Background: an optimization exercise with open tools, aiming at small area. Do not read the settings as production practice.
Where RTL was checked, it was by simulation tests only, not by an equivalence proof against the original.
Only the layout flow was run in runs 1 to 3; the RTL was not checked for function there.
No activity file was given, so power comes from the tool's default toggle rates.

[flow/flow/run.sh]
#!/bin/bash
# Layout flow: the standard ORFS flow (standard.sh) with these changes:
#  - after the standard synthesis, its combinational gates are re-mapped with a
#    stronger ABC script (flow/reopt.tcl); the flip-flops stay exactly as the
#    standard synthesis made them (same cells, names and connections);
#  - every input and output port still gets its own buffer, but the smallest
#    one (buf_1) instead of the default clkdlybuf4s50_1;
#  - the clock tree is built from clkbuf_4 cells without dummy loads;
#  - the constant outputs share one tie cell each for 0 and 1 (no tie fanout repair).
# Logs: synth.log, reopt.log (with reopt_before.txt/reopt_after.txt area
# reports) and standard.log here; each ORFS step's own log is in orfs/logs/.
set -euo pipefail
export BUFFER_PORTS_ARGS="-buffer_cell sky130_fd_sc_hd__buf_1"
export SKIP_REPAIR_TIE_FANOUT=1
export CTS_ARGS="-sink_clustering_enable -repair_clock_nets -dont_use_dummy_load -buf_list sky130_fd_sc_hd__clkbuf_4 -sink_clustering_size 10 -sink_clustering_max_diameter 40"
res=orfs/results/$FLOW_PLATFORM/window_clipped_box_coverage_core/base
bash standard.sh synth > synth.log 2>&1
yosys -c flow/reopt.tcl > reopt.log 2>&1
rm -f "$res/1_synth.odb" "$res/1_synth.sdc"
bash standard.sh > standard.log 2>&1
[flow/flow/reopt.tcl]
# Re-map the combinational logic of the standard synthesis netlist with a
# stronger ABC script. Flip-flops (their cells, names and connections) are left
# as the standard synthesis made them; only the gates between them change.
yosys -import
set lib $::env(FLOW_HOME)/platforms/$::env(FLOW_PLATFORM)/lib/sky130_fd_sc_hd__tt_025C_1v80.lib
set res orfs/results/$::env(FLOW_PLATFORM)/window_clipped_box_coverage_core/base
set dont_use {sky130_fd_sc_hd__probe_p_8 sky130_fd_sc_hd__probec_p_8 sky130_fd_sc_hd__lpflow_bleeder_1 sky130_fd_sc_hd__lpflow_clkbufkapwr_1 sky130_fd_sc_hd__lpflow_clkbufkapwr_16 sky130_fd_sc_hd__lpflow_clkbufkapwr_2 sky130_fd_sc_hd__lpflow_clkbufkapwr_4 sky130_fd_sc_hd__lpflow_clkbufkapwr_8 sky130_fd_sc_hd__lpflow_clkinvkapwr_1 sky130_fd_sc_hd__lpflow_clkinvkapwr_16 sky130_fd_sc_hd__lpflow_clkinvkapwr_2 sky130_fd_sc_hd__lpflow_clkinvkapwr_4 sky130_fd_sc_hd__lpflow_clkinvkapwr_8 sky130_fd_sc_hd__lpflow_decapkapwr_12 sky130_fd_sc_hd__lpflow_decapkapwr_3 sky130_fd_sc_hd__lpflow_decapkapwr_4 sky130_fd_sc_hd__lpflow_decapkapwr_6 sky130_fd_sc_hd__lpflow_decapkapwr_8 sky130_fd_sc_hd__lpflow_inputiso0n_1 sky130_fd_sc_hd__lpflow_inputiso0p_1 sky130_fd_sc_hd__lpflow_inputiso1n_1 sky130_fd_sc_hd__lpflow_inputiso1p_1 sky130_fd_sc_hd__lpflow_inputisolatch_1 sky130_fd_sc_hd__lpflow_isobufsrc_1 sky130_fd_sc_hd__lpflow_isobufsrc_16 sky130_fd_sc_hd__lpflow_isobufsrc_2 sky130_fd_sc_hd__lpflow_isobufsrc_4 sky130_fd_sc_hd__lpflow_isobufsrc_8 sky130_fd_sc_hd__lpflow_isobufsrckapwr_16 sky130_fd_sc_hd__lpflow_lsbuf_lh_hl_isowell_tap_1 sky130_fd_sc_hd__lpflow_lsbuf_lh_hl_isowell_tap_2 sky130_fd_sc_hd__lpflow_lsbuf_lh_hl_isowell_tap_4 sky130_fd_sc_hd__lpflow_lsbuf_lh_isowell_4 sky130_fd_sc_hd__lpflow_lsbuf_lh_isowell_tap_1 sky130_fd_sc_hd__lpflow_lsbuf_lh_isowell_tap_2 sky130_fd_sc_hd__lpflow_lsbuf_lh_isowell_tap_4 }
read_liberty -wb -ignore_miss_func $lib
read_verilog $res/1_2_yosys.v
hierarchy -top $::env(FLOW_TOP)
select -set comb t:sky130_fd_sc_hd__* t:sky130_fd_sc_hd__*df* %d
tee -o reopt_before.txt stat -liberty $lib
flatten -wb @comb
select -clear
opt -purge
set du_args {}
foreach c $dont_use { lappend du_args -dont_use $c }
abc -liberty $lib {*}$du_args -script "+strash;dc2;dc2;&get -n;&deepsyn -T 60;&nf -a -R 1000 -E 100 -A 20;&put"
opt_clean -purge
splitnets
opt_clean -purge
hilomap -singleton -hicell sky130_fd_sc_hd__conb_1 HI -locell sky130_fd_sc_hd__conb_1 LO
insbuf -buf sky130_fd_sc_hd__buf_4 A X
tee -o reopt_after.txt stat -liberty $lib
check -assert -mapped
write_verilog -noattr -nohex -nodec $res/1_2_yosys.v
[flow/standard.sh]
#!/bin/bash
# synth_recipe.tcl (not shown) runs the flow's synth.tcl, then flattens the netlist and writes it again
# the make line also repeats each setting of config.mk as NAME=value (left out here)
make -C /OpenROAD-flow-scripts/flow DESIGN_CONFIG=/design/flow/config.mk WORK_HOME=/design/flow/orfs CLKGATE_MAP_FILE= SYNTH_SCRIPT=/design/flow/synth_recipe.tcl "${@:-finish}"
[flow/config.mk]
export PLATFORM = sky130hd
export DESIGN_NAME = window_clipped_box_coverage_core
export DESIGN_NICKNAME = window_clipped_box_coverage_core
export VERILOG_FILES = /design/flow/design.v
export SDC_FILE = /design/flow/constraint.sdc
export NUM_CORES = 4
export LEC_CHECK = 0
export ABC_AREA = 1
export CAP_MARGIN = 20
export CORE_MARGIN = 2
export CORE_UTILIZATION = 60
export CTS_BUF_LIST = sky130_fd_sc_hd__clkbuf_8
export CTS_CLUSTER_DIAMETER = 60
export CTS_CLUSTER_SIZE = 20
export SLEW_MARGIN = 20
[flow/constraint.sdc]
create_clock -name core_clock -period 10.0 [get_ports {clk}]
set_input_delay 2.0000 -clock core_clock [delete_from_list [all_inputs] [get_ports {clk}]]
set_output_delay 2.0000 -clock core_clock [all_outputs]
set_load 0.01 [all_outputs]
[flow/design.v]
`timescale 1ns / 1ps
package wcbc_pkg;
  localparam int MAX_DIM_DEF   = 4096;
  localparam int AREA_BITS_DEF = 40;
  localparam int CRD_W      = 15;    
  localparam int RA_W       = 17;
  localparam int CNT_W      = 16;
  localparam int OUT_AREA_W = 40;
  localparam int RATIO_W    = 24;
  localparam int FRAC_W     = 16;
  localparam int QDEPTH     = 2;
  localparam int CFG_ADDR_W = 4;
  localparam int CFG_DATA_W = 32;
  localparam logic [RA_W-1:0]  ONE_Q16 = 17'h10000;
  localparam logic [CNT_W-1:0] CNT_MAX = 16'hFFFF;
  localparam logic [1:0] CMD_BEGIN = 2'd0;
  localparam logic [1:0] CMD_BOX   = 2'd1;
  localparam logic [1:0] CMD_END   = 2'd2;
  localparam logic [1:0] REG_ROOT_ALPHA  = 2'd0;
  localparam logic [1:0] REG_AREA_THR    = 2'd1;
  localparam logic [1:0] REG_COUNT_THR   = 2'd2;
  localparam logic [RA_W-1:0]  ROOT_ALPHA_RST = 17'd65536;
  localparam logic [RA_W-1:0]  AREA_THR_RST   = 17'd32768;
  localparam logic [CNT_W-1:0] COUNT_THR_RST  = 16'd10;
  typedef enum logic [1:0] {
    OP_BEGIN = 2'd0,
    OP_BOX   = 2'd1,
    OP_END   = 2'd2
  } op_t;
  typedef struct packed {
    logic [1:0]  command;
    logic [12:0] image_width;
    logic [12:0] image_height;
    logic [11:0] box_left;
    logic [11:0] box_top;
    logic [12:0] box_width;
    logic [12:0] box_height;
  } in_item_t;
  typedef struct packed {
    logic                  full_screen;
    logic [CNT_W-1:0]      boxes_inside;
    logic [OUT_AREA_W-1:0] covered_area;
    logic [RATIO_W-1:0]    area_ratio;
  } out_item_t;
  typedef struct packed {
    logic [RA_W-1:0]  root_alpha;
    logic [RA_W-1:0]  area_threshold;
    logic [CNT_W-1:0] count_threshold;
  } cfg_t;
  typedef struct packed {
    op_t              op;
    logic [CRD_W-1:0] x0;
    logic [CRD_W-1:0] y0;
    logic [CRD_W-1:0] x1;
    logic [CRD_W-1:0] y1;
  } q_entry_t;
  typedef struct packed {
    logic full;
    logic not_empty;
  } q_stat_t;
endpackage
`timescale 1ns / 1ps
module window_clipped_box_coverage_core #(
  parameter int MAX_DIM   = wcbc_pkg::MAX_DIM_DEF,
  parameter int AREA_BITS = wcbc_pkg::AREA_BITS_DEF
) (
  input  logic                  clk,
  input  logic                  rst_n,
  input  logic                  in_valid,
  input  logic [77:0]           in_item,
  output logic                  in_stall,
  output logic                  out_valid,
  output logic [80:0]           out_item,
  input  logic                  out_stall,
  input  logic                  cfg_psel,
  input  logic                  cfg_penable,
  input  logic                  cfg_pwrite,
  input  logic [wcbc_pkg::CFG_ADDR_W-1:0] cfg_paddr,
  input  logic [wcbc_pkg::CFG_DATA_W-1:0] cfg_pwdata,
  output logic [wcbc_pkg::CFG_DATA_W-1:0] cfg_prdata,
  output logic                  cfg_pready
);
  logic [16:0] ra_r, at_r;
  logic [15:0] ct_r;
  logic        cfg_wr;
  assign cfg_pready = 1'b1;
  assign cfg_wr     = cfg_psel & cfg_penable & cfg_pwrite;
  always_ff @(posedge clk) begin
    if (!rst_n) begin
      ra_r <= 17'h10000;
      at_r <= 17'h08000;
      ct_r <= 16'd10;
    end else if (cfg_wr) begin
      case (cfg_paddr[3:2])
        2'd0: ra_r <= cfg_pwdata[16:0];
        2'd1: at_r <= cfg_pwdata[16:0];
        2'd2: ct_r <= cfg_pwdata[15:0];
        default: ;
      endcase
    end
  end
  always_comb begin
    case (cfg_paddr[3:2])
      2'd0:    cfg_prdata = {15'd0, ra_r};
      2'd1:    cfg_prdata = {15'd0, at_r};
      2'd2:    cfg_prdata = {16'd0, ct_r};
      default: cfg_prdata = 32'd0;
    endcase
  end
  localparam logic [4:0] ST_IDLE    = 5'd0,
                         ST_CLR     = 5'd1,
                         ST_BX_X    = 5'd2,
                         ST_BX_Y    = 5'd3,
                         ST_BX_INC  = 5'd4,
                         ST_BX_MUL  = 5'd5,
                         ST_BX_FILL = 5'd6,
                         ST_TAKE    = 5'd7,
                         ST_BG_X    = 5'd8,
                         ST_BG_Y    = 5'd9,
                         ST_BG_A    = 5'd11,
                         ST_BG_ACPY = 5'd12,
                         ST_BG_W    = 5'd13,
                         ST_BG_TAKE = 5'd14,
                         ST_EN_SAT  = 5'd15,
                         ST_EN_FILL = 5'd16,
                         ST_EN_DIV  = 5'd17,
                         ST_EN_CMP  = 5'd18;
  function automatic logic lt5(input logic [4:0] a, input logic [4:0] b);   
    integer i;
    lt5 = 1'b0;
    for (i = 0; i < 5; i = i + 1) lt5 = (~a[i] & b[i]) | (~(a[i] ^ b[i]) & lt5);
  endfunction
  function automatic logic [4:0] inc5(input logic [4:0] a);
    inc5 = {a[4] ^ (&a[3:0]), a[3] ^ (&a[2:0]), a[2] ^ (&a[1:0]), a[1] ^ a[0], ~a[0]};
  endfunction
  logic [4:0]  st_r, st_nx;
  logic        hi;              
  logic [4:0]  m;
  logic [4:0]  j_r, j_nx;       
  logic        pe;              
  logic        k0;              
  logic        mend;            
  assign mend = (m == 5'd25);
  assign pe   = hi & mend;
  assign k0   = ~hi & (m == 5'd0);
  function automatic logic klt(input logic h, input logic [4:0] mm, input logic [4:0] x);
    klt = ~h | lt5(mm, x);
  endfunction
  logic [39:0] s_r;
  logic [15:0] c_r;
  logic [23:0] q_r;
  logic [25:0] r_r;
  logic [25:0] a_r;
  logic [51:0] w_r;
  logic        ov_r, fs_r;
  logic        cy_r;            
  logic        bb_r;            
  logic        gl_r, lr_r;      
  logic        hit_r;           
  logic        sk_r;            
  logic        sub_r;           
  logic        dly_r;
  logic [12:0] iw, ih, wc, hc, bw, bh;
  logic [11:0] bl, bt;
  logic [1:0]  cmd;
  assign cmd = in_item[77:76];
  assign iw  = in_item[75:63];
  assign ih  = in_item[62:50];
  assign bl  = in_item[49:38];
  assign bt  = in_item[37:26];
  assign bw  = in_item[25:13];
  assign bh  = in_item[12:0];
  assign wc  = iw[12] ? 13'h1000 : iw;
  assign hc  = ih[12] ? 13'h1000 : ih;
  logic        ax, tsel;
  assign ax   = (st_r == ST_BX_Y);
  assign tsel = ax ^ hi;
  logic [31:0] f1v, f2v;
  logic        f1, f2;          
  assign f1v = {4'd0, bt, 4'd0, bl};
  assign f2v = {3'd0, bh, 3'd0, bw};
  assign f1  = f1v[{ax, m[3:0]}];
  assign f2  = f2v[{ax, m[3:0]}];
  logic [31:0] atr;
  logic        ctb, atb;
  always_comb begin
    atr = 32'd0;
    for (int i = 0; i <= 23; i++) atr[i] = (23 - i <= 16) ? at_r[23 - i] : 1'b0;
  end
  assign ctb = ct_r[m[3:0]];
  assign atb = atr[m];
  logic [15:0] dimv;
  logic [3:0]  didx;
  logic        dbit;
  logic dsel, dcap;
  logic [31:0] dimr;
  assign dsel = (st_r == ST_BG_Y) || (st_r == ST_BG_W && j_r[1]);
  assign dimr = {3'd0, ih, 3'd0, iw};
  assign didx = (st_r == ST_BG_W) ? m[3:0] : j_r[3:0];
  assign dcap = dsel ? ih[12] : iw[12];
  assign dbit = dcap ? (didx == 4'd12) : dimr[{dsel, didx}];
  logic        abit;
  logic [31:0] rav;
  assign rav  = {15'd0, ra_r};
  assign abit = ra_r[16] ? (m == 5'd16) : rav[m];
  logic fa_a, fa_b, fa_ci, fa_s, fa_co;
  assign fa_s  = fa_a ^ fa_b ^ fa_ci;
  assign fa_co = (fa_a & fa_b) | (fa_a & fa_ci) | (fa_b & fa_ci);
  logic wlb, wrb;               
  logic mlt13;
  assign mlt13 = lt5(m, 5'd13);
  assign wlb = mlt13 & (tsel ? w_r[26] : w_r[0]);
  assign wrb = mlt13 & (tsel ? w_r[39] : w_r[13]);
  logic rb, lb, bbi, dd, bb_nx;  
  assign rb    = lr_r ? fa_s : wrb;
  assign lb    = gl_r ? f1 : wlb;
  assign bbi   = (m != 5'd0) & bb_r;
  assign dd    = rb ^ lb ^ bbi;
  assign bb_nx = (~rb & lb) | (~(rb ^ lb) & bbi);
  logic csrc;                   
  assign csrc = j_r[1] ? c_r[0] : s_r[0];
  logic wsub;                   
  assign wsub = ~j_r[0];
  logic dvsub;                  
  assign dvsub = (m == 5'd0) ? ~r_r[25] : sub_r;
  logic [7:0] srev;             
  assign srev = {s_r[0], s_r[1], s_r[2], s_r[3], s_r[4], s_r[5], s_r[6], s_r[7]};
  logic dvin;                   
  assign dvin = (m == 5'd0) ? ((j_r[4:2] == 3'd0) & srev[{j_r[1:0], hi}]) : dly_r;
  logic rneg;
  assign rneg = k0 ? r_r[25] : sub_r;
  always_comb begin
    fa_a  = 1'b0;
    fa_b  = 1'b0;
    fa_ci = k0 ? 1'b0 : cy_r;
    case (st_r)
      ST_BX_X, ST_BX_Y: begin
        fa_a  = f1;
        fa_b  = f2;
        fa_ci = (m == 5'd0) ? 1'b0 : cy_r;
      end
      ST_BX_INC: begin
        fa_a  = c_r[0];
        fa_ci = k0 ? 1'b1 : cy_r;
      end
      ST_BX_MUL: begin
        fa_a = s_r[0];
        fa_b = q_r[23] & r_r[0] & ~hi;
      end
      ST_BG_X, ST_BG_Y: begin
        fa_a = (j_r != 5'd0 && !(hi && m == 5'd17)) ? ((st_r == ST_BG_X) ? s_r[0] : c_r[0]) : 1'b0;
        fa_b = hi & lt5(m, 5'd17) & dbit & abit;
      end
      ST_BG_W: begin
        fa_a = dbit;
        fa_b = csrc ^ wsub;
      end
      ST_BG_A: begin
        fa_a = (j_r != 5'd0 && !(hi && m == 5'd3)) ? w_r[0] : 1'b0;
        fa_b = c_r[10] & s_r[10];
      end
      ST_EN_SAT: begin
        fa_a  = s_r[8];
        fa_b  = ~(~hi & a_r[0]);
        fa_ci = k0 ? 1'b1 : cy_r;
      end
      ST_EN_DIV: begin
        fa_a  = dvin;
        fa_b  = a_r[0] ^ dvsub;
        fa_ci = (m == 5'd0) ? dvsub : cy_r;
      end
      ST_EN_CMP: begin
        fa_a = r_r[0];
        fa_b = rneg & a_r[0];
      end
      default: ;
    endcase
  end
  logic take;
  assign take = ((st_r == ST_IDLE) && pe && !ov_r && in_valid && cmd[1]) ||
                (st_r == ST_TAKE) || ((st_r == ST_BG_TAKE) && !cfg_wr);
  assign in_stall = ~take;
  logic c_all1;
  assign c_all1 = &c_r;
  logic bg_state;
  assign bg_state = (st_r == ST_BG_X) || (st_r == ST_BG_Y) ||
                    (st_r == ST_BG_A) || (st_r == ST_BG_ACPY) || (st_r == ST_BG_W) ||
                    (st_r == ST_BG_TAKE);
  always_comb begin
    st_nx = st_r;
    j_nx  = j_r;
    if (pe) j_nx = inc5(j_r);
    case (st_r)
      ST_IDLE: begin
        j_nx = 5'd0;
        if (pe && !ov_r && in_valid) begin
          case (cmd)
            2'd0: st_nx = ST_BG_X;
            2'd1: st_nx = ST_BX_X;
            2'd2: st_nx = ST_EN_SAT;
            default: st_nx = ST_IDLE;
          endcase
        end
      end
      ST_CLR: if (pe) st_nx = ST_IDLE;
      ST_BX_X: if (pe) st_nx = ST_BX_Y;
      ST_BX_Y: begin
        j_nx = 5'd0;
        if (pe) st_nx = !hit_r ? ST_TAKE : (c_all1 ? ST_BX_MUL : ST_BX_INC);
      end
      ST_BX_INC: begin
        j_nx = 5'd0;
        if (pe) st_nx = ST_BX_MUL;
      end
      ST_BX_MUL: if (pe && j_r == 5'd12) st_nx = hit_r ? ST_BX_FILL : ST_TAKE;
      ST_BX_FILL: if (pe) st_nx = ST_TAKE;
      ST_TAKE: st_nx = ST_IDLE;
      ST_BG_X, ST_BG_Y: begin
        if (pe && j_r == 5'd12) begin
          j_nx  = 5'd0;
          st_nx = (st_r == ST_BG_X) ? ST_BG_Y : ST_BG_A;
        end
      end
      ST_BG_A: if (pe && j_r == 5'd28) st_nx = ST_BG_ACPY;
      ST_BG_ACPY: begin
        j_nx = 5'd0;
        if (pe) st_nx = ST_BG_W;
      end
      ST_BG_W: if (pe && j_r == 5'd3) st_nx = ST_BG_TAKE;
      ST_BG_TAKE: st_nx = ST_IDLE;
      ST_EN_SAT: begin
        j_nx = 5'd0;
        if (pe) st_nx = sub_r ? ST_EN_FILL : ST_EN_DIV;
      end
      ST_EN_FILL: if (pe) st_nx = ST_EN_CMP;
      ST_EN_DIV: if (pe && j_r == 5'd11) st_nx = ST_EN_CMP;
      ST_EN_CMP: if (pe) st_nx = ST_IDLE;
      default: st_nx = ST_IDLE;
    endcase
    if (bg_state && cfg_wr) st_nx = ST_IDLE;
  end
  always_ff @(posedge clk) begin
    if (!rst_n) begin
      st_r <= ST_CLR;
      hi   <= 1'b0;
      m    <= 5'd0;
      j_r  <= 5'd0;
      ov_r <= 1'b0;
    end else begin
      st_r <= st_nx;
      m    <= mend ? 5'd0 : inc5(m);
      if (mend) hi <= ~hi;
      j_r  <= j_nx;
      if (st_r == ST_EN_CMP && pe) ov_r <= 1'b1;
      else if (!out_stall) ov_r <= 1'b0;
    end
  end
  logic s_en, s_in, q_en, q_in, c_en, c_in;
  logic r_in, a_in;
  logic w50_en, w50_in, w24_en, w37_en, w11_en, wx_in;
  always_comb begin
    s_en = 1'b0; s_in = s_r[0];
    q_en = 1'b0; q_in = c_r[0];
    c_en = 1'b0; c_in = q_r[23];
    r_in = r_r[0];
    a_in = a_r[0];
    w50_en = 1'b0; w50_in = 1'b0;
    w24_en = 1'b0; w37_en = 1'b0; w11_en = 1'b0; wx_in = fa_s;
    case (st_r)
      ST_CLR: begin
        s_en = 1'b1; s_in = 1'b0;
        q_en = 1'b1; q_in = 1'b0; c_en = 1'b1;
        a_in = 1'b0;
        w50_en = 1'b1;
      end
      ST_BX_X: begin
        if (hi) r_in = mlt13 & dd;
      end
      ST_BX_Y: begin
        if (hi && lt5(m, 5'd24)) begin
          q_en = 1'b1;
          q_in = mlt13 & dd;
        end
      end
      ST_BX_INC: begin
        c_en = ~hi & lt5(m, 5'd16);
        c_in = fa_s;
      end
      ST_BX_MUL: begin
        s_en = klt(hi, m, 5'd14);
        s_in = fa_s;
        if (!hi) r_in = (m != 5'd0) & dly_r;
        q_en = hi & (m == 5'd13);
        q_in = 1'b0;
      end
      ST_BX_FILL: begin
        s_en = klt(hi, m, 5'd14);
        s_in = 1'b1;
      end
      ST_BG_X: begin
        s_en = hi ? lt5(m, 5'd18) : ~lt5(m, 5'd3);
        s_in = fa_s;
      end
      ST_BG_Y: begin
        q_en = hi ? lt5(m, 5'd18) : ~lt5(m, 5'd3);
        c_en = q_en;
        q_in = fa_s;
      end
      ST_BG_A: begin
        s_en = klt(hi, m, 5'd14);
        q_en = hi & (m == 5'd13); c_en = q_en;
        w50_en = klt(hi, m, 5'd4);
        w50_in = fa_s;
      end
      ST_BG_ACPY: begin
        if (!hi) a_in = w_r[3];
        q_en = ~hi & lt5(m, 5'd11); c_en = q_en;
      end
      ST_BG_W: begin
        if (j_r[1]) begin
          q_en = klt(hi, m, 5'd14); c_en = q_en;
          if (j_r[0]) q_in = 1'b0;
        end else begin
          s_en = klt(hi, m, 5'd14);
          if (j_r[0]) s_in = 1'b0;
        end
        if (hi && m != 5'd0 && lt5(m, 5'd14)) begin
          case (j_r[1:0])
            2'd0: w24_en = 1'b1;
            2'd1: w37_en = 1'b1;
            2'd2: begin w50_en = 1'b1; w50_in = fa_s; end
            default: w11_en = 1'b1;
          endcase
        end
      end
      ST_EN_SAT: begin
        s_en = klt(hi, m, 5'd14);
        if (!hi) r_in = s_r[8];
      end
      ST_EN_FILL: begin
        q_en = ~hi & lt5(m, 5'd24); q_in = 1'b1;
      end
      ST_EN_DIV: begin
        r_in = fa_s;
        q_en = (m == 5'd25);
        q_in = ~fa_s;
      end
      ST_EN_CMP: begin
        c_en = ~hi & lt5(m, 5'd16);
        c_in = c_r[0];
        q_en = hi & lt5(m, 5'd24);
        q_in = q_r[23];
      end
      default: ;
    endcase
  end
  logic [51:0] w_nx;
  always_comb begin
    w_nx = {w_r[0], w_r[51:1]};
    if (w50_en) w_nx[50] = w50_in;
    if (w24_en) w_nx[24] = wx_in;
    if (w37_en) w_nx[37] = wx_in;
    if (w11_en) w_nx[11] = wx_in;
  end
  always_ff @(posedge clk) begin
    if (s_en) s_r <= {s_in, s_r[39:1]};
    if (q_en) q_r <= {q_r[22:0], q_in};
    if (c_en) c_r <= {c_in, c_r[15:1]};
    r_r <= {r_in, r_r[25:1]};
    a_r <= {a_in, a_r[25:1]};
    w_r <= w_nx;
  end
  always_ff @(posedge clk) begin
    cy_r  <= fa_co;
    dly_r <= r_r[0];
    case (st_r)
      ST_BX_X, ST_BX_Y: begin
        if (!hi) begin
          if (lt5(m, 5'd14)) begin
            gl_r <= (f1 ^ wlb) ? f1 : ((m == 5'd0) ? 1'b0 : gl_r);
            lr_r <= (fa_s ^ wrb) ? wrb : ((m == 5'd0) ? 1'b0 : lr_r);
          end
        end else begin
          bb_r <= bb_nx;
          sk_r <= ((m != 5'd0) & sk_r) | dd;
          if (m == 5'd13) hit_r <= (ax ? hit_r : 1'b1) & ~bb_nx & (sk_r | dd);
          if (pe && ax) hit_r <= 1'b0;
        end
      end
      ST_BX_MUL: begin
        if (hi && m == 5'd13) hit_r <= hit_r | fa_co;
      end
      ST_BG_W: begin
        if (!hi && m == 5'd10) sk_r <= csrc;
        else if (!hi) sk_r <= sk_r | csrc;
        if (hi && m == 5'd0) begin
          if (wsub) cy_r <= ~(dbit ? (csrc & sk_r) : (csrc | sk_r));
          else      cy_r <= dbit & csrc;
        end
      end
      ST_EN_SAT: begin
        if (hi && m == 5'd5) sub_r <= fa_co;
      end
      ST_EN_DIV: begin
        if (m == 5'd0) sub_r <= ~r_r[25];
      end
      ST_EN_CMP: begin
        if (k0) sub_r <= r_r[25];
        if (!hi) sk_r <= (~k0 & sk_r) | fa_s;
        if (!hi && lt5(m, 5'd16)) bb_r <= (c_r[0] ^ ctb) ? c_r[0] : (~k0 & bb_r);
        if (hi && lt5(m, 5'd24)) begin
          if (m == 5'd0) gl_r <= 1'b0;
          if ((m == 5'd0 || !gl_r) && (q_r[23] ^ atb)) begin
            gl_r <= 1'b1;
            lr_r <= q_r[23];
          end
        end
        if (pe) fs_r <= (gl_r ? lr_r : sk_r) & bb_r;
      end
      default: ;
    endcase
  end
  assign out_valid = ov_r;
  assign out_item  = {fs_r, c_r, s_r, q_r};
endmodule
==> results of run 1 <==
## per-stage QoR
step	area [um2]	power [mW]	util, %
after global placement	10700	1.21	65.2
final	11000	1.67	66.9
after global routing	11000	1.74	66.9
after detailed placement	10700	1.21	65.2
after floorplan	9960	1.17	-
after CTS	11000	1.68	66.9
## where the power goes
part	switching, mW	internal (mW)	leakage [nW]
logic	0.0598	0.0330	1.46
clock network	0.315	0.171	0.170
registers	0.00468	1.09	2.45
total	0.380	1.29	4.08
## critical path: cells and delay by family (launching register included)
kind            cells  cell delay [ns]
xor+xnor            2             0.44
buf+inv             2             0.34
simple gates        6             1.83
compound gates      7             1.84
flops               1             0.59
## layout make-up
cell class | instances | area (um2) | share of cell area (%)
sequential | 260 | 6080 | 55.4
multi-input combinational | 519 | 3310 | 30.1
timing repair buffer | 222 | 905 | 8.24
clock buffer | 37 | 278 | 2.53
tap | 220 | 275 | 2.51
inverter | 35 | 131 | 1.20
antenna | 1 | 2.50 | 0.0228
## routing by layer
layer	GRT usage (%)	vias up	share of wire, %
met5	0	-	0
met1	42.1	3850	43
met4	10.9	0	3.1
met2	43.9	514	44
li1	-	3699	-
met3	6.44	75	9.7
## registers in the layout, indices dropped and copies added (netlist names), 5 cells and up
register / count
w_r: 52
st_r: 5
a_r: 26
ct_r: 16
ra_r: 17
j_r: 5
r_r: 26
at_r: 17
s_r: 40
q_r: 24
c_r: 16
m: 5
## how the worst max path moves through the flow
stage | startpoint | end | slack [ns] | depth (start not counted)
floorplan | cfg_paddr[2] | cfg_prdata[0] | 4.96 | 4
global placement | in_item[46] | q_r[0] | 4.68 | 15
detailed placement | in_item[46] | q_r[0] | 4.65 | 15
CTS | cfg_paddr[2] | cfg_prdata[2] | 4.84 | 6
global route | st_r[1] | hit_r | 4.32 | 18
finish | st_r[3] | q_r[0] | 4.72 | 17
==> summary.md, run 1 <==
| Metric | Value |
|---|---|
| Peak supply drop | `136 uV` |
| Worst r2r src | `st_r[3]` |
| Syn_area_per_cell | `11.4 um2` |
| Worst Hold Depth | `0` |
| Dpl cells | `1256` |
| Place WS | `4.65 ns` |
| Reg-to-reg endpoint | `q_r[0]` |
| Die height | `133 um` |
| Final setup fails | `0` |
| Final WL | `26.3 mm` |
| Grt ovf | `0` |
| Port Buffers | `203` |
| H-tree Lvls | `2` |
| Residual DRC count | `0` |
| Placer Congestion | `0.915` |
| Largest net degree at the start of global routing | `41` |
| Most used cell, CP | `nand2_1` |
| Post-CTS Setup Bufs | `0` |
| Tmin final | `5.28 ns` |
| Global-route wire length before repair | `40.6 mm` |
| Critical Path, Cell by Cell | `nor3b_1 > nand3_1 > nand2_1 > nand2_1 > a21oi_1 > nand2_1 > a311oi_1 > o32ai_1 > a22oi_1 > o221a_1 > xnor2_1 > xor2_1 > buf_4 > and2_0 > clkinv_1 > a222oi_1 > o211ai_1` |
| WP data required | `10.36 ns` |
| Die width | `133 um` |
| Cells on worst reg2reg path | `17` |
| Sink Count | `260` |
| Post-layout net count | `1196` |
| Worst slew pin tran | `0.926 ns` |
| Clock Skews | `0.0671 ns` |
| Hold path startpoint | `w_r[10]` |
| HPWL Detailed | `18.1 mm` |
| Static Leak | `4.08 nW` |
| CP Data Arrival Time | `5.64 ns` |
| Total GRT Usage | `29.3%` |
| Slew headroom | `38.3%` |
| Proportion of layout cells with a drive suffix above 1 | `5.50%` |
| Later-pin clock latency in the skew report | `0.62 ns` |
| Most common cell after layout, fill and taps aside | `buf_1` |
| TritonCTS clock tree | `built` |
| Worst Path Max Fanout | `13` |
| Unrepaired setup endpoints after global routing | `false` |
| ANT nets after route | `0` |
| Syn-to-layout area delta | `10.2%` |
| Peak Freq | `189 MHz` |
| Setup tns final | `0 ns` |
| Post-route worst setup slack | `4.72 ns` |
| Status | `complete, no violations` |
| Maxcap violations | `0` |
| 1st-pass router iterations | `9` |
| I/O pin total | `237` |
| Initial core utilization | `60.7%` |
| CP peak stage delay | `0.60 ns` |
| Final period util | `52.8%` |
| Die area | `17600 um2` |
| WHS | `0.327 ns` |
| Syn nets | `996` |
| Hold Path Class | `reg2reg` |
| Hold-fix buffers at CTS | `0` |
| Crit. End Element | `register` |
| Crit Path Class | `reg2reg` |
| Vias in the first global route | `7577` |
| Fin cells | `1294` |
| Fin. max-slew vios | `0` |
| CTS Buf Count | `37` |
| # resized after CTS | `0` |
| Clock transition at path regs | `0.10 ns` |
| Avg WL per Cell | `20.3 um` |
| CP max-delay cell | `nor3b_1` |
| Startpoint types | `register` |
| Synthesized area | `9960 um2` |
| Fill cell count | `1359` |
| CTS root buf | `clkbuf_4` |
| Core area | `16400 um2` |
| Power density cells | `152 nW/um2` |
| YS warnings | `1` |
| 1st-iter DRT viols | `898` |
| Row count | `47` |
| Vias per cell | `6.29` |
| Worst Hold Path EP | `w_r[9]` |
| Final Hold Viols | `0` |
| Initial antenna violation count | `1` |
| Setup slack, reg-to-reg | `4.72 ns` |
| Max Root-Sink Buffers | `3` |
| Most frequent cells in the layout | `buf_1 (203), dfxtp_1 (173), edfxtp_1 (87)` |
| Cell count after synthesis | `875` |
| Via count | `8138` |
==> run 2, diff against run 1 <==
--- a/flow/design.v
+++ b/flow/design.v
@@ -140,7 +140,7 @@
   logic        pe;              
   logic        k0;              
   logic        mend;            
-  assign mend = (m == 5'd25);
+  assign mend = (m == 5'd24);
   assign pe   = hi & mend;
   assign k0   = ~hi & (m == 5'd0);
   function automatic logic klt(input logic h, input logic [4:0] mm, input logic [4:0] x);
@@ -149,9 +149,9 @@
   logic [39:0] s_r;
   logic [15:0] c_r;
   logic [23:0] q_r;
-  logic [25:0] r_r;
-  logic [25:0] a_r;
-  logic [51:0] w_r;
+  logic [24:0] r_r;
+  logic [24:0] a_r;
+  logic [49:0] w_r;
   logic        ov_r, fs_r;
   logic        cy_r;            
   logic        bb_r;            
@@ -209,8 +209,8 @@
   logic wlb, wrb;               
   logic mlt13;
   assign mlt13 = lt5(m, 5'd13);
-  assign wlb = mlt13 & (tsel ? w_r[26] : w_r[0]);
-  assign wrb = mlt13 & (tsel ? w_r[39] : w_r[13]);
+  assign wlb = lt5(m, 5'd12) & (tsel ? w_r[25] : w_r[0]);
+  assign wrb = mlt13 & (tsel ? w_r[37] : w_r[12]);
   logic rb, lb, bbi, dd, bb_nx;  
   assign rb    = lr_r ? fa_s : wrb;
   assign lb    = gl_r ? f1 : wlb;
@@ -222,13 +222,13 @@
   logic wsub;                   
   assign wsub = ~j_r[0];
   logic dvsub;                  
-  assign dvsub = (m == 5'd0) ? ~r_r[25] : sub_r;
+  assign dvsub = (m == 5'd0) ? ~r_r[24] : sub_r;
   logic [7:0] srev;             
   assign srev = {s_r[0], s_r[1], s_r[2], s_r[3], s_r[4], s_r[5], s_r[6], s_r[7]};
   logic dvin;                   
   assign dvin = (m == 5'd0) ? ((j_r[4:2] == 3'd0) & srev[{j_r[1:0], hi}]) : dly_r;
   logic rneg;
-  assign rneg = k0 ? r_r[25] : sub_r;
+  assign rneg = k0 ? r_r[24] : sub_r;
   always_comb begin
     fa_a  = 1'b0;
     fa_b  = 1'b0;
@@ -248,7 +248,7 @@
         fa_b = q_r[23] & r_r[0] & ~hi;
       end
       ST_BG_X, ST_BG_Y: begin
-        fa_a = (j_r != 5'd0 && !(hi && m == 5'd17)) ? ((st_r == ST_BG_X) ? s_r[0] : c_r[0]) : 1'b0;
+        fa_a = (j_r != 5'd0 && !(hi && m == 5'd18)) ? ((st_r == ST_BG_X) ? s_r[0] : c_r[0]) : 1'b0;
         fa_b = hi & lt5(m, 5'd17) & dbit & abit;
       end
       ST_BG_W: begin
@@ -256,8 +256,8 @@
         fa_b = csrc ^ wsub;
       end
       ST_BG_A: begin
-        fa_a = (j_r != 5'd0 && !(hi && m == 5'd3)) ? w_r[0] : 1'b0;
-        fa_b = c_r[10] & s_r[10];
+        fa_a = (j_r != 5'd0 && !(hi && m == 5'd4)) ? w_r[0] : 1'b0;
+        fa_b = c_r[9] & s_r[9];
       end
       ST_EN_SAT: begin
         fa_a  = s_r[8];
@@ -357,21 +357,21 @@
   end
   logic s_en, s_in, q_en, q_in, c_en, c_in;
   logic r_in, a_in;
-  logic w50_en, w50_in, w24_en, w37_en, w11_en, wx_in;
+  logic w48_en, w48_in, w23_en, w35_en, w10_en, wx_in;
   always_comb begin
     s_en = 1'b0; s_in = s_r[0];
     q_en = 1'b0; q_in = c_r[0];
     c_en = 1'b0; c_in = q_r[23];
     r_in = r_r[0];
     a_in = a_r[0];
-    w50_en = 1'b0; w50_in = 1'b0;
-    w24_en = 1'b0; w37_en = 1'b0; w11_en = 1'b0; wx_in = fa_s;
+    w48_en = 1'b0; w48_in = 1'b0;
+    w23_en = 1'b0; w35_en = 1'b0; w10_en = 1'b0; wx_in = fa_s;
     case (st_r)
       ST_CLR: begin
         s_en = 1'b1; s_in = 1'b0;
         q_en = 1'b1; q_in = 1'b0; c_en = 1'b1;
         a_in = 1'b0;
-        w50_en = 1'b1;
+        w48_en = 1'b1;
       end
       ST_BX_X: begin
         if (hi) r_in = mlt13 & dd;
@@ -387,30 +387,30 @@
         c_in = fa_s;
       end
       ST_BX_MUL: begin
-        s_en = klt(hi, m, 5'd14);
+        s_en = klt(hi, m, 5'd15);
         s_in = fa_s;
         if (!hi) r_in = (m != 5'd0) & dly_r;
-        q_en = hi & (m == 5'd13);
+        q_en = hi & (m == 5'd14);
         q_in = 1'b0;
       end
       ST_BX_FILL: begin
-        s_en = klt(hi, m, 5'd14);
+        s_en = klt(hi, m, 5'd15);
         s_in = 1'b1;
       end
       ST_BG_X: begin
-        s_en = hi ? lt5(m, 5'd18) : ~lt5(m, 5'd3);
+        s_en = hi ? lt5(m, 5'd19) : ~lt5(m, 5'd3);
         s_in = fa_s;
       end
       ST_BG_Y: begin
-        q_en = hi ? lt5(m, 5'd18) : ~lt5(m, 5'd3);
+        q_en = hi ? lt5(m, 5'd19) : ~lt5(m, 5'd3);
         c_en = q_en;
         q_in = fa_s;
       end
       ST_BG_A: begin
-        s_en = klt(hi, m, 5'd14);
-        q_en = hi & (m == 5'd13); c_en = q_en;
-        w50_en = klt(hi, m, 5'd4);
-        w50_in = fa_s;
+        s_en = klt(hi, m, 5'd15);
+        q_en = hi & (m == 5'd14); c_en = q_en;
+        w48_en = klt(hi, m, 5'd5);
+        w48_in = fa_s;
       end
       ST_BG_ACPY: begin
         if (!hi) a_in = w_r[3];
@@ -418,23 +418,23 @@
       end
       ST_BG_W: begin
         if (j_r[1]) begin
-          q_en = klt(hi, m, 5'd14); c_en = q_en;
+          q_en = klt(hi, m, 5'd15); c_en = q_en;
           if (j_r[0]) q_in = 1'b0;
         end else begin
-          s_en = klt(hi, m, 5'd14);
+          s_en = klt(hi, m, 5'd15);
           if (j_r[0]) s_in = 1'b0;
         end
         if (hi && m != 5'd0 && lt5(m, 5'd14)) begin
           case (j_r[1:0])
-            2'd0: w24_en = 1'b1;
-            2'd1: w37_en = 1'b1;
-            2'd2: begin w50_en = 1'b1; w50_in = fa_s; end
-            default: w11_en = 1'b1;
+            2'd0: w23_en = 1'b1;
+            2'd1: w35_en = 1'b1;
+            2'd2: begin w48_en = 1'b1; w48_in = fa_s; end
+            default: w10_en = 1'b1;
           endcase
         end
       end
       ST_EN_SAT: begin
-        s_en = klt(hi, m, 5'd14);
+        s_en = klt(hi, m, 5'd15);
         if (!hi) r_in = s_r[8];
       end
       ST_EN_FILL: begin
@@ -442,7 +442,7 @@
       end
       ST_EN_DIV: begin
         r_in = fa_s;
-        q_en = (m == 5'd25);
+        q_en = (m == 5'd24);
         q_in = ~fa_s;
       end
       ST_EN_CMP: begin
@@ -454,20 +454,20 @@
       default: ;
     endcase
   end
-  logic [51:0] w_nx;
+  logic [49:0] w_nx;
   always_comb begin
-    w_nx = {w_r[0], w_r[51:1]};
-    if (w50_en) w_nx[50] = w50_in;
-    if (w24_en) w_nx[24] = wx_in;
-    if (w37_en) w_nx[37] = wx_in;
-    if (w11_en) w_nx[11] = wx_in;
+    w_nx = {w_r[0], w_r[49:1]};
+    if (w48_en) w_nx[48] = w48_in;
+    if (w23_en) w_nx[23] = wx_in;
+    if (w35_en) w_nx[35] = wx_in;
+    if (w10_en) w_nx[10] = wx_in;
   end
   always_ff @(posedge clk) begin
     if (s_en) s_r <= {s_in, s_r[39:1]};
     if (q_en) q_r <= {q_r[22:0], q_in};
     if (c_en) c_r <= {c_in, c_r[15:1]};
-    r_r <= {r_in, r_r[25:1]};
-    a_r <= {a_in, a_r[25:1]};
+    r_r <= {r_in, r_r[24:1]};
+    a_r <= {a_in, a_r[24:1]};
     w_r <= w_nx;
   end
   always_ff @(posedge clk) begin
@@ -488,10 +488,10 @@
         end
       end
       ST_BX_MUL: begin
-        if (hi && m == 5'd13) hit_r <= hit_r | fa_co;
+        if (hi && m == 5'd14) hit_r <= hit_r | fa_co;
       end
       ST_BG_W: begin
-        if (!hi && m == 5'd10) sk_r <= csrc;
+        if (!hi && m == 5'd9) sk_r <= csrc;
         else if (!hi) sk_r <= sk_r | csrc;
         if (hi && m == 5'd0) begin
           if (wsub) cy_r <= ~(dbit ? (csrc & sk_r) : (csrc | sk_r));
@@ -499,13 +499,13 @@
         end
       end
       ST_EN_SAT: begin
-        if (hi && m == 5'd5) sub_r <= fa_co;
+        if (hi && m == 5'd6) sub_r <= fa_co;
       end
       ST_EN_DIV: begin
-        if (m == 5'd0) sub_r <= ~r_r[25];
+        if (m == 5'd0) sub_r <= ~r_r[24];
       end
       ST_EN_CMP: begin
-        if (k0) sub_r <= r_r[25];
+        if (k0) sub_r <= r_r[24];
         if (!hi) sk_r <= (~k0 & sk_r) | fa_s;
         if (!hi && lt5(m, 5'd16)) bb_r <= (c_r[0] ^ ctb) ? c_r[0] : (~k0 & bb_r);
         if (hi && lt5(m, 5'd24)) begin
==> summary.md, run 2 <==
| Metric | Value |
|---|---|
| Status | `complete, no violations` |
| Setup tns final | `0 ns (unchanged)` |
| Critical Path Sink | `q_r[0]` |
| Biggest registers after layout | `w_r x50, s_r x40` |
| Max Root-Sink Buffers | `3 (unchanged)` |
| Worst Path Max Fanout | `19 (+6)` |
| Fin. max-slew vios | `0 (unchanged)` |
| Hold Path Class | `reg2reg` |
| Post-layout net count | `1205 (+0.75%)` |
| Fill cell count | `1314 (-3.3%)` |
| Final period util | `67.6% (+15 points)` |
| Cell count after synthesis | `894 (+2.2%)` |
| Reg-to-reg endpoint | `q_r[0]` |
| CP max-delay cell | `dfxtp_1` |
| Placer Congestion | `0.956 (+4.5%)` |
| Via count | `8118 (-0.25%)` |
| CP Data Arrival Time | `7.09 ns (+1.45 ns)` |
| CP peak stage delay | `0.80 ns (+0.20 ns)` |
| Fin cells | `1298 (+0.31%)` |
| Worst slew pin tran | `1.01 ns (+0.0860 ns)` |
| I/O pin total | `237 (unchanged)` |
| Final Total Pwr | `2.27 mW (+36%)` |
| YS warnings | `1 (unchanged)` |
| Final instance area | `10800 um2 (-1.3%)` |
| Crit. End Element | `register` |
| Static Leak | `3.86 nW (-5.4%)` |
| Total GRT Usage | `29.6% (+0.29 points)` |
| Die width | `132 um (-0.28%)` |
| Setup slack, reg-to-reg | `3.24 ns (-1.48 ns)` |
| Syn nets | `1015 (+1.9%)` |
| Initial antenna violation count | `0 (-1)` |
| Reg with most FFs | `w_r` |
| Core area | `16000 um2 (-2.5%)` |
| Final WL | `26.4 mm (+0.30%)` |
| Final design utilization | `67.7% (+0.81 points)` |
| Placed cell areas | `10600 um2 (-1.2%)` |
| ANT nets after route | `0 (unchanged)` |
| Hold-fix buffers at CTS | `0 (unchanged)` |
| # resized after CTS | `0 (unchanged)` |
| Critical Path, Cell by Cell | `clkinv_1 > nor3_1 > nand3_1 > o21ai_0 > o22ai_1 > o21ai_0 > o221ai_1 > o41ai_1 > o22ai_1 > a2111oi_0 > xor2_1 > nor2_1 > a21oi_1 > xnor2_1 > and3_1 > nor2_1 > and2_0 > o21ai_0 > o311ai_0` |
| Most frequent cells in the layout | `buf_1 (203), dfxtp_1 (169), edfxtp_1 (87)` |
| HPWL Detailed | `18.7 mm (+3.4%)` |
| Peak Freq | `148 MHz (-22%)` |
| Clock transition at path regs | `0.10 ns (about the same)` |
| WHS | `0.320 ns (-0.00772 ns)` |
| Footprint of the multi-input gates | `3310 um2 (+0.15%)` |
| Avg WL per Cell | `20.3 um (about the same)` |
| WP data required | `10.33 ns (-0.03 ns)` |
| Final Hold Viols | `0 (unchanged)` |
| Initial core utilization | `61.9% (+1.2 points)` |
| Place WS | `3.54 ns (-1.11 ns)` |
| Clock Skews | `0.0870 ns (+0.0199 ns)` |
| Largest net degree at the start of global routing | `41 (unchanged)` |
| Tmin final | `6.76 ns (+1.48 ns)` |
| CTS root buf | `clkbuf_4` |
| CTS Buf Count | `36 (-2.7%)` |
| Worst r2r src | `st_r[0]` |
| Slew headroom | `32.0% (-6.3 points)` |
| Grt ovf | `0 (unchanged)` |
| Global-route wire length before repair | `41.1 mm (+1.4%)` |
| Crit path from | `st_r[0]` |
| Max reg flops | `50 (-3.8%)` |
| Final setup fails | `0 (unchanged)` |
| Startpoint types | `register` |
| Sink Count | `256 (-1.5%)` |
| Later-pin clock latency in the skew report | `0.67 ns (+0.05 ns)` |
| Post-CTS Setup Bufs | `0 (unchanged)` |
| Vias in the first global route | `7666 (+1.2%)` |
| Syn-to-layout area delta | `9.40%` |
| Syn_area_per_cell | `11.1 um2 (-2.7%)` |
| Most common cell after layout, fill and taps aside | `buf_1` |
| Synthesized area | `9900 um2 (-0.58%)` |
| 1st-pass router iterations | `6 (-3)` |
| Unrepaired setup endpoints after global routing | `false` |
| Proportion of layout cells with a drive suffix above 1 | `4.53% (-0.97 points)` |
| Post-route worst setup slack | `3.24 ns (-1.48 ns)` |
| Dpl cells | `1262 (+0.48%)` |
| 1st-iter DRT viols | `946 (+5.3%)` |
| TritonCTS clock tree | `built` |
| Vias per cell | `6.25 (-0.55%)` |
| Maxcap violations | `0 (unchanged)` |
| Cells on worst reg2reg path | `19 (+2)` |
| Die height | `132 um (-0.28%)` |
| Residual DRC count | `0 (unchanged)` |
| Peak supply drop | `139 uV (+2.7%)` |
| Port Buffers | `203 (unchanged)` |
| Storage cell area | `6000 um2 (-1.3%)` |
| Antenna cells | `0 (-1)` |
| Crit Path Class | `reg2reg` |
| H-tree Lvls | `2 (unchanged)` |
| Most used cell, CP | `o21ai_0` |
| Die area | `17500 um2 (-0.56%)` |
| Row count | `46 (-2.1%)` |
| Power density cells | `209 nW/um2 (+37%)` |
==> run 2: power breakdown <==
group	internal [mW]	switching [mW]	leakage, nW
sequential	1.28	0.116	2.34
clock	0.167	0.314	0.166
combinational	0.125	0.269	1.35
==> run 2: worst max-delay path, delay by kind of cell (launching register included) <==
family	cells	cell delay [ns]
buf+inv	1	0.56
xor+xnor	2	0.90
flops	1	0.80
simple gates	6	1.39
compound gates	10	2.84
==> run 2: how the worst min path moves through the flow <==
stage	start	to	slack [ns]	cells past startpoint
floorplan	a_r[1]	a_r[0]	0.31	0
global placement	w_r[1]	w_r[0]	0.31	0
detailed placement	r_r[20]	r_r[19]	0.31	0
CTS	w_r[38]	w_r[37]	0.31	0
global route	w_r[38]	w_r[37]	0.31	0
finish	w_r[26]	w_r[25]	0.32	0
==> run 2: area by class of cell <==
cell class                 count  area share, %
sequential                   256           55.4
multi-input combinational    538           30.6
timing repair buffer         213           7.73
clock buffer                  36           2.50
tap                          216           2.50
inverter                      39           1.35
==> run 2: per-layer routing <==
layer / wire, um / GRT usage [%]
met3: 2710 / 6.51
met5: 0 / 0
met4: 671 / 9.80
met1: 11200 / 41.5
met2: 11800 / 46.1
==> run 3, diff against run 2 <==
--- a/flow/design.v
+++ b/flow/design.v
@@ -107,24 +107,22 @@
       default: cfg_prdata = 32'd0;
     endcase
   end
-  localparam logic [4:0] ST_IDLE    = 5'd0,
-                         ST_CLR     = 5'd1,
-                         ST_BX_X    = 5'd2,
-                         ST_BX_Y    = 5'd3,
-                         ST_BX_INC  = 5'd4,
-                         ST_BX_MUL  = 5'd5,
-                         ST_BX_FILL = 5'd6,
-                         ST_TAKE    = 5'd7,
-                         ST_BG_X    = 5'd8,
-                         ST_BG_Y    = 5'd9,
-                         ST_BG_A    = 5'd11,
-                         ST_BG_ACPY = 5'd12,
-                         ST_BG_W    = 5'd13,
-                         ST_BG_TAKE = 5'd14,
-                         ST_EN_SAT  = 5'd15,
-                         ST_EN_FILL = 5'd16,
-                         ST_EN_DIV  = 5'd17,
-                         ST_EN_CMP  = 5'd18;
+  localparam logic [3:0] ST_IDLE    = 4'd0,
+                         ST_CLR     = 4'd1,
+                         ST_BX_X    = 4'd2,
+                         ST_BX_Y    = 4'd3,
+                         ST_BX_INC  = 4'd4,
+                         ST_BX_MUL  = 4'd5,
+                         ST_BX_FILL = 4'd6,
+                         ST_TAKE    = 4'd7,    
+                         ST_BG_X    = 4'd8,
+                         ST_BG_Y    = 4'd9,
+                         ST_BG_A    = 4'd10,
+                         ST_BG_ACPY = 4'd11,
+                         ST_BG_W    = 4'd12,
+                         ST_EN_SAT  = 4'd13,
+                         ST_EN_DIV  = 4'd14,
+                         ST_EN_CMP  = 4'd15;
   function automatic logic lt5(input logic [4:0] a, input logic [4:0] b);   
     integer i;
     lt5 = 1'b0;
@@ -133,7 +131,7 @@
   function automatic logic [4:0] inc5(input logic [4:0] a);
     inc5 = {a[4] ^ (&a[3:0]), a[3] ^ (&a[2:0]), a[2] ^ (&a[1:0]), a[1] ^ a[0], ~a[0]};
   endfunction
-  logic [4:0]  st_r, st_nx;
+  logic [3:0]  st_r, st_nx;
   logic        hi;              
   logic [4:0]  m;
   logic [4:0]  j_r, j_nx;       
@@ -276,16 +274,17 @@
       default: ;
     endcase
   end
-  logic take;
+  logic take, bg_take;
+  assign bg_take = (st_r == ST_TAKE) && (cmd == 2'd0);
   assign take = ((st_r == ST_IDLE) && pe && !ov_r && in_valid && cmd[1]) ||
-                (st_r == ST_TAKE) || ((st_r == ST_BG_TAKE) && !cfg_wr);
+                ((st_r == ST_TAKE) && !(bg_take && cfg_wr));
   assign in_stall = ~take;
   logic c_all1;
   assign c_all1 = &c_r;
   logic bg_state;
   assign bg_state = (st_r == ST_BG_X) || (st_r == ST_BG_Y) ||
                     (st_r == ST_BG_A) || (st_r == ST_BG_ACPY) || (st_r == ST_BG_W) ||
-                    (st_r == ST_BG_TAKE);
+                    bg_take;
   always_comb begin
     st_nx = st_r;
     j_nx  = j_r;
@@ -326,13 +325,11 @@
         j_nx = 5'd0;
         if (pe) st_nx = ST_BG_W;
       end
-      ST_BG_W: if (pe && j_r == 5'd3) st_nx = ST_BG_TAKE;
-      ST_BG_TAKE: st_nx = ST_IDLE;
+      ST_BG_W: if (pe && j_r == 5'd3) st_nx = ST_TAKE;
       ST_EN_SAT: begin
         j_nx = 5'd0;
-        if (pe) st_nx = sub_r ? ST_EN_FILL : ST_EN_DIV;
+        if (pe) st_nx = hit_r ? ST_EN_CMP : ST_EN_DIV;
       end
-      ST_EN_FILL: if (pe) st_nx = ST_EN_CMP;
       ST_EN_DIV: if (pe && j_r == 5'd11) st_nx = ST_EN_CMP;
       ST_EN_CMP: if (pe) st_nx = ST_IDLE;
       default: st_nx = ST_IDLE;
@@ -437,9 +434,6 @@
         s_en = klt(hi, m, 5'd15);
         if (!hi) r_in = s_r[8];
       end
-      ST_EN_FILL: begin
-        q_en = ~hi & lt5(m, 5'd24); q_in = 1'b1;
-      end
       ST_EN_DIV: begin
         r_in = fa_s;
         q_en = (m == 5'd24);
@@ -448,8 +442,8 @@
       ST_EN_CMP: begin
         c_en = ~hi & lt5(m, 5'd16);
         c_in = c_r[0];
-        q_en = hi & lt5(m, 5'd24);
-        q_in = q_r[23];
+        q_en = lt5(m, 5'd24) & (hi | hit_r);
+        q_in = hi ? q_r[23] : 1'b1;
       end
       default: ;
     endcase
@@ -499,7 +493,7 @@
         end
       end
       ST_EN_SAT: begin
-        if (hi && m == 5'd6) sub_r <= fa_co;
+        if (hi && m == 5'd6) hit_r <= fa_co;
       end
       ST_EN_DIV: begin
         if (m == 5'd0) sub_r <= ~r_r[24];
==> summary.md, run 3 <==
| Metric | Value |
|---|---|
| Hold Path Class | `reg2reg` |
| Via count | `8035 (-1.0%)` |
| 1st-iter DRT viols | `837 (-12%)` |
| Worst Hold Path EP | `r_r[1]` |
| CTS root buf | `clkbuf_4` |
| Clock transition at path regs | `0.10 ns (about the same)` |
| Sink Count | `255 (-0.39%)` |
| Final period util | `52.1% (-16 points)` |
| TritonCTS clock tree | `built` |
| ANT nets after route | `0 (unchanged)` |
| Peak Freq | `192 MHz (+30%)` |
| Most used cell, CP | `buf_1` |
| Grt ovf | `0 (unchanged)` |
| Unrepaired setup endpoints after global routing | `false` |
| Final setup fails | `0 (unchanged)` |
| Vias in the first global route | `7516 (-2.0%)` |
| Maxcap violations | `0 (unchanged)` |
| Final WL | `25.6 mm (-3.0%)` |
| I/O pin total | `237 (unchanged)` |
| Post-layout net count | `1212 (+0.58%)` |
| CP max-delay cell | `nor2b_1` |
| Max reg flops | `50 (unchanged)` |
| HPWL Detailed | `17.6 mm (-6.0%)` |
| Worst Hold Depth | `0 (unchanged)` |
| Crit Path Class | `in2out` |
| Startpoint types | `input port` |
| CTS Buf Count | `35 (-2.8%)` |
| Port Buffers | `203 (unchanged)` |
| Row count | `46 (unchanged)` |
| Fin cells | `1305 (+0.54%)` |
| WP data required | `8.00 ns (-2.33 ns)` |
| 1st-pass router iterations | `5 (-1)` |
| # resized after CTS | `0 (unchanged)` |
| Die width | `132 um (-0.32%)` |
| Static Leak | `3.97 nW (+2.9%)` |
| YS warnings | `1 (unchanged)` |
| Die area | `17400 um2 (-0.63%)` |
| Peak supply drop | `121 uV (-14%)` |
| WP buf/inv | `4 (+3)` |
| Power density cells | `151 nW/um2 (-28%)` |
| Core area | `15900 um2 (-0.36%)` |
| Global-route wire length before repair | `40.1 mm (-2.5%)` |
| WL met3 | `2.41 mm (-11%)` |
| Cells on worst reg2reg path | `16 (-3)` |
| Critical Path, Cell by Cell | `buf_1 > nor2b_1 > buf_4 > a222oi_1 > clkinv_1 > buf_1` |
| Crit. End Element | `primary output` |
| Syn_area_per_cell | `11.0 um2 (-0.32%)` |
| Antenna cells | `0 (unchanged)` |
| Proportion of layout cells with a drive suffix above 1 | `5.51% (+0.98 points)` |
| Metal-1 WL | `11.0 mm (-1.2%)` |
| Setup slack, reg-to-reg | `5.31 ns (+2.07 ns)` |
| Later-pin clock latency in the skew report | `0.62 ns (-0.05 ns)` |
| CP Data Arrival Time | `3.21 ns (-3.88 ns)` |
| Setup tns final | `0 ns (unchanged)` |
| Synthesized area | `9840 um2 (-0.66%)` |
| Avg WL per Cell | `19.6 um (-3.5%)` |
| Most common cell after layout, fill and taps aside | `buf_1` |
| Status | `complete, no violations` |
| Worst r2r src | `m[0]` |
| Top Layer Used | `met4` |
| Slew headroom | `28.0% (-4.1 points)` |
| Die height | `132 um (-0.32%)` |
| Biggest registers after layout | `w_r x50, s_r x40` |
| Reg-to-reg endpoint | `q_r[0]` |
| Dpl cells | `1270 (+0.63%)` |
| Initial core utilization | `61.7% (-0.18 points)` |
| Most frequent cells in the layout | `buf_1 (203), dfxtp_1 (168), edfxtp_1 (87)` |
| Place WS | `4.82 ns (+1.28 ns)` |
| Final design utilization | `68.0% (+0.33 points)` |
| Initial antenna violation count | `0 (unchanged)` |
| Total GRT Usage | `29.1% (-0.49 points)` |
| Placer Congestion | `0.972 (+1.6%)` |
| Post-CTS Setup Bufs | `0 (unchanged)` |
| Reg with most FFs | `w_r` |
| Max Root-Sink Buffers | `3 (unchanged)` |
| Syn nets | `1012 (-0.30%)` |
| Residual DRC count | `0 (unchanged)` |
| Final Hold Viols | `0 (unchanged)` |
| Fill cell count | `1307 (-0.53%)` |
| Worst slew pin tran | `1.08 ns (+0.0686 ns)` |
| Fin. max-slew vios | `0 (unchanged)` |
| Largest net degree at the start of global routing | `41 (unchanged)` |
| Hold path startpoint | `r_r[2]` |
| H-tree Lvls | `2 (unchanged)` |
| CP peak stage delay | `0.41 ns (-0.39 ns)` |
| Hold-fix buffers at CTS | `0 (unchanged)` |
| Syn-to-layout area delta | `10.3%` |
| Worst Path Max Fanout | `13 (-6)` |
| Post-route worst setup slack | `4.79 ns (+1.55 ns)` |
| Vias per cell | `6.16 (-1.6%)` |
| Tmin final | `5.21 ns (-1.55 ns)` |
| Cell count after synthesis | `891 (-0.34%)` |
| Met2 routed wirelength | `11.4 mm (-3.2%)` |
| Clock Skews | `0.0772 ns (-0.00982 ns)` |
| Critical path's top delay family | `buffers and inverters` |
run 3: changes by cell type in the layout (fill, tap and decap cells not counted), moves of 8 or more:
| cell | previous run | this run |
|---|---|---|
| buf_4 | 10 | 21 |
| nand3_1 | 22 | 11 |
| a31oi_1 | 6 | 14 |
| nor2_1 | 63 | 73 |
| nor3_1 | 15 | 26 |
| a22oi_1 | 20 | 5 |
| o22ai_1 | 18 | 27 |
| clkinv_1 | 39 | 29 |
run 3: area by class of cell:
type	count	area, um2	area share (%)
clock buffer	35	263	2.42
inverter	29	109	1.00
multi-input combinational	546	3310	30.5
sequential	255	5980	55.1
tap	216	270	2.49
timing repair buffer	224	920	8.48
run 3: worst max path at each step:
stage,from,endpoint,slack [ns],cells after the start
floorplan,cfg_paddr[2],cfg_prdata[0],4.96,4
global placement,cfg_paddr[3],cfg_prdata[1],4.80,6
detailed placement,cfg_paddr[3],cfg_prdata[3],4.82,6
CTS,cfg_paddr[3],cfg_prdata[3],4.81,6
global route,cfg_paddr[3],cfg_prdata[1],4.71,6
finish,cfg_paddr[3],cfg_prdata[1],4.79,6
run 3: layer usage:
layer	track usage, %	vias up
met3	5.23	70
met4	9.42	0
met5	0	-
met2	45.3	459
li1	-	3713
met1	41.7	3793
run 3: worst reg2reg max path, stage by stage, from the launching register on:
cell	delay, ns
dfxtp_1	0.57
nand2b_1	0.89
nand2_1	0.17
o21ai_0	0.22
o21ai_0	0.13
nor3_1	0.19
nor2_1	0.06
o22a_1	0.19
o22ai_1	0.32
a41oi_1	0.23
xnor2_1	0.19
xnor2_1	0.25
nand2_1	0.11
o21ai_0	0.10
xor2_1	0.28
a211oi_1	0.12
a311o_1	0.43
run 3: metrics by stage:
step	cell area (um2)	hold slack [ns]	power [mW]
after global routing	10800	0.317	1.70
after CTS	10800	0.313	1.65
after floorplan	9840	0.310	1.15
after global placement	10600	0.312	1.19
after detailed placement	10600	0.312	1.19
final	10800	0.313	1.64
run 3: power breakdown:
| part | switching [mW] | total (mW) | internal, mW |
|---|---|---|---|
| Combinational | 0.0642 | 0.0998 | 0.0356 |
| Sequential | 0.00558 | 1.07 | 1.07 |
| Clock | 0.302 | 0.464 | 0.162 |
| Total | 0.371 | 1.64 | 1.27 |
==> run 4, diff against run 3 <==
--- a/flow/design.v
+++ b/flow/design.v
@@ -150,7 +150,7 @@
   logic [24:0] r_r;
   logic [24:0] a_r;
   logic [49:0] w_r;
-  logic        ov_r, fs_r;
+  logic        ov_r, fs;
   logic        cy_r;            
   logic        bb_r;            
   logic        gl_r, lr_r;      
@@ -509,11 +509,11 @@
             lr_r <= q_r[23];
           end
         end
-        if (pe) fs_r <= (gl_r ? lr_r : sk_r) & bb_r;
       end
       default: ;
     endcase
   end
   assign out_valid = ov_r;
-  assign out_item  = {fs_r, c_r, s_r, q_r};
+  assign fs        = (gl_r ? lr_r : sk_r) & bb_r;
+  assign out_item  = {fs, c_r, s_r, q_r};
 endmodule
==> summary.md, run 4 <==
| Metric | Value |
|---|---|
| Via count | `7867 (-2.1%)` |
| Place WS | `4.11 ns (-0.704 ns)` |
| Cell count after synthesis | `875 (-1.8%)` |
| CTS root buf | `clkbuf_4` |
| Clock transition at path regs | `0.10 ns (about the same)` |
| Most used cell, CP | `xor2_1` |
| 1st-pass router iterations | `6 (+1)` |
| Post-CTS Setup Bufs | `0 (unchanged)` |
| YS warnings | `1 (unchanged)` |
| Critical path's top delay family | `compound AO/OA/AOI/OAI gates` |
| Vias per cell | `6.14 (-0.33%)` |
| Vias in the first global route | `7285 (-3.1%)` |
| Later-pin clock latency in the skew report | `0.63 ns (about the same)` |
| Syn_area_per_cell | `11.1 um2 (+0.92%)` |
| Residual DRC count | `0 (unchanged)` |
| Tmin final | `5.80 ns (+0.595 ns)` |
| Crit Path Class | `reg2reg` |
| Power density cells | `151 nW/um2 (-0.16%)` |
| Global-route wire length before repair | `39.3 mm (-2.1%)` |
| Crit path from | `st_r[3]` |
| Synthesized area | `9750 um2 (-0.89%)` |
| Status | `complete, no violations` |
| Worst Path Max Fanout | `15 (+2)` |
| Maxcap violations | `0 (unchanged)` |
| H-tree Lvls | `2 (unchanged)` |
| Max Root-Sink Buffers | `3 (unchanged)` |
| Crit. End Element | `register` |
| Setup slack, reg-to-reg | `4.20 ns (-1.11 ns)` |
| Critical Path, Cell by Cell | `and2_0 > nand2_1 > nand2_1 > a21boi_0 > a222oi_1 > a32oi_1 > nor2_1 > o32ai_1 > a21oi_1 > xor2_1 > xor2_1 > buf_4 > o21ai_0 > xor2_1 > xor2_1 > nor2_1 > a2111oi_0 > a211o_1` |
| Die width | `131 um (-0.43%)` |
| Final Hold Viols | `0 (unchanged)` |
| I/O pin total | `237 (unchanged)` |
| Setup tns final | `0 ns (unchanged)` |
| Syn nets | `996 (-1.6%)` |
| Worst slew pin tran | `1.09 ns (+0.0134 ns)` |
| Post-route worst setup slack | `4.20 ns (-0.595 ns)` |
| Initial core utilization | `61.4% (-0.33 points)` |
| Dpl cells | `1247 (-1.8%)` |
| Die area | `17300 um2 (-0.86%)` |
| Peak Freq | `172 MHz (-10%)` |
| CP Data Arrival Time | `6.28 ns (+3.07 ns)` |
| Initial antenna violation count | `1 (+1)` |
| Reg-to-reg endpoint | `sk_r` |
| Static Leak | `3.96 nW (-0.30%)` |
| CP peak stage delay | `0.94 ns (+0.53 ns)` |
| Final setup fails | `0 (unchanged)` |
| Die height | `131 um (-0.43%)` |
| Max reg flops | `50 (unchanged)` |
| 1st-iter DRT viols | `962 (+15%)` |
| # resized after CTS | `0 (unchanged)` |
| Largest net degree at the start of global routing | `41 (unchanged)` |
| Most common cell after layout, fill and taps aside | `buf_1` |
| CTS Buf Count | `34 (-2.9%)` |
| HPWL Detailed | `18.0 mm (+2.4%)` |
| Most frequent cells in the layout | `buf_1 (203), dfxtp_1 (168), edfxtp_1 (86)` |
| Reg with most FFs | `w_r` |
| Cells on worst reg2reg path | `18 (+2)` |
| Final period util | `58.0% (+6.0 points)` |
| Proportion of layout cells with a drive suffix above 1 | `4.69% (-0.81 points)` |
| Critical path depth | `18 (+12)` |
| Syn-to-layout area delta | `9.68%` |
| Clock Skews | `0.0982 ns (+0.0210 ns)` |
| Fin. max-slew vios | `0 (unchanged)` |
| Row count | `46 (unchanged)` |
| ANT nets after route | `0 (unchanged)` |
| Critical Path Sink | `sk_r` |
| WP data required | `10.48 ns (+2.48 ns)` |
| Post-layout net count | `1188 (-2.0%)` |
| TritonCTS clock tree | `built` |
| Avg WL per Cell | `19.9 um (+1.4%)` |
| Biggest registers after layout | `w_r x50, s_r x40` |
| Grt ovf | `0 (unchanged)` |
| WP buf/inv | `1 (-3)` |
| Fin cells | `1282 (-1.8%)` |
| Hold Path Class | `reg2reg` |
| Peak supply drop | `144 uV (+19%)` |
| Total GRT Usage | `28.7% (-0.41 points)` |
| Sink Count | `254 (-0.39%)` |
| Final WL | `25.5 mm (-0.38%)` |
| Placer Congestion | `1.00 (+3.0%)` |
| Final design utilization | `67.3% (-0.72 points)` |
| Port Buffers | `203 (unchanged)` |
| Slew headroom | `26.9% (-1.1 points)` |
| Worst r2r src | `st_r[3]` |
| Core area | `15900 um2 (-0.36%)` |
| Hold-fix buffers at CTS | `0 (unchanged)` |
| Startpoint types | `register` |
| CP max-delay cell | `o32ai_1` |
| Unrepaired setup endpoints after global routing | `false` |
==> run 4: cell count changes in the layout (fill, tap and decap cells not counted), moves of 7 or more <==
cell | previous run | this run
o21ai_0 | 47 | 61
a21oi_1 | 49 | 37
nor2_1 | 73 | 62
o22ai_1 | 27 | 18
buf_4 | 21 | 14
clkinv_1 | 29 | 36
o32ai_1 | 3 | 10
==> run 4: how the worst min path moves through the flow <==
stage | slack, ns | depth (start not counted) | from | end
6_report | 0.26 | 0 | r_r[6] | r_r[5]
5_1_grt | 0.27 | 0 | r_r[6] | r_r[5]
4_1_cts | 0.26 | 0 | r_r[6] | r_r[5]
3_5_place_dp | 0.31 | 0 | a_r[14] | a_r[13]
3_3_place_gp | 0.31 | 0 | w_r[1] | w_r[0]
2_1_floorplan | 0.31 | 0 | a_r[1] | a_r[0]
==> run 4: through the flow <==
| step | total power, mW | instance area (um2) | hold slack [ns] |
|---|---|---|---|
| final | 1.61 | 10700 | 0.257 |
| after global routing | 1.67 | 10700 | 0.267 |
| after CTS | 1.62 | 10700 | 0.257 |
| after detailed placement | 1.18 | 10400 | 0.312 |
| after global placement | 1.18 | 10400 | 0.310 |
| after floorplan | 1.14 | 9750 | 0.310 |
==> run 4: worst register-to-register path, stage by stage (launching register included) <==
cell       delay, ns
dfxtp_1         0.66
and2_0          0.28
nand2_1         0.33
nand2_1         0.17
a21boi_0        0.49
a222oi_1        0.21
a32oi_1         0.21
nor2_1          0.06
o32ai_1         0.94
a21oi_1         0.23
xor2_1          0.22
xor2_1          0.19
buf_4           0.20
o21ai_0         0.26
xor2_1          0.29
xor2_1          0.28
nor2_1          0.11
a2111oi_0       0.38
a211o_1         0.15
==> run 4: per-layer routing <==
metal  track usage, %  vias to the layer above  routed length, um
li1                 -                     3682                  -
met1             40.8                     3649              10800
met2             43.3                      473              11300
met3             5.86                       63               2530
met4             11.5                        0                813
met5                0                        -                  0
==> run 4: where the power goes <==
part | leakage, nW | internal [mW] | switching (mW) | total (mW)
clock network | 0.156 | 0.158 | 0.298 | 0.456
logic | 1.40 | 0.0311 | 0.0569 | 0.0879
registers | 2.40 | 1.06 | 0.00470 | 1.07
==> run 4: cell type report <==
class / instances / area (um2)
clock buffers: 34 / 255
repair buffers: 217 / 867
well taps: 216 / 270
fillers: 1359 / 5190
inverters: 36 / 135
flip-flops and latches: 254 / 5950
multi-input cells: 524 / 3220
diodes: 1 / 2.50

-- port drivers added, routing unchanged --
The results above use ideal ports. As a check the final layouts listed here were re-extracted and re-timed, cells and wires unchanged.
Step 1, drivers: a clkbuf_16 drives clk and a buf_2 each remaining input, both assumed.
Step 2 times the ports against the registers' clock, not the clock port: input delays grow and output delays shrink by t, the midpoint of the rising clock arrivals with the driver on.
a / b / c = no drivers / after step 1 / after step 2; a / b = the first two.
run | shift t [ns] | setup WS [ns]
run 1 | 0.637 | 4.721 / 4.721 / 4.613
run 2 | 0.667 | 3.239 / 3.239 / 3.239
run 3 | 0.623 | 4.790 / 4.762 / 4.762
run 4 | 0.621 | 4.195 / 4.195 / 3.949
After both steps setup and hold are still met in every run listed.
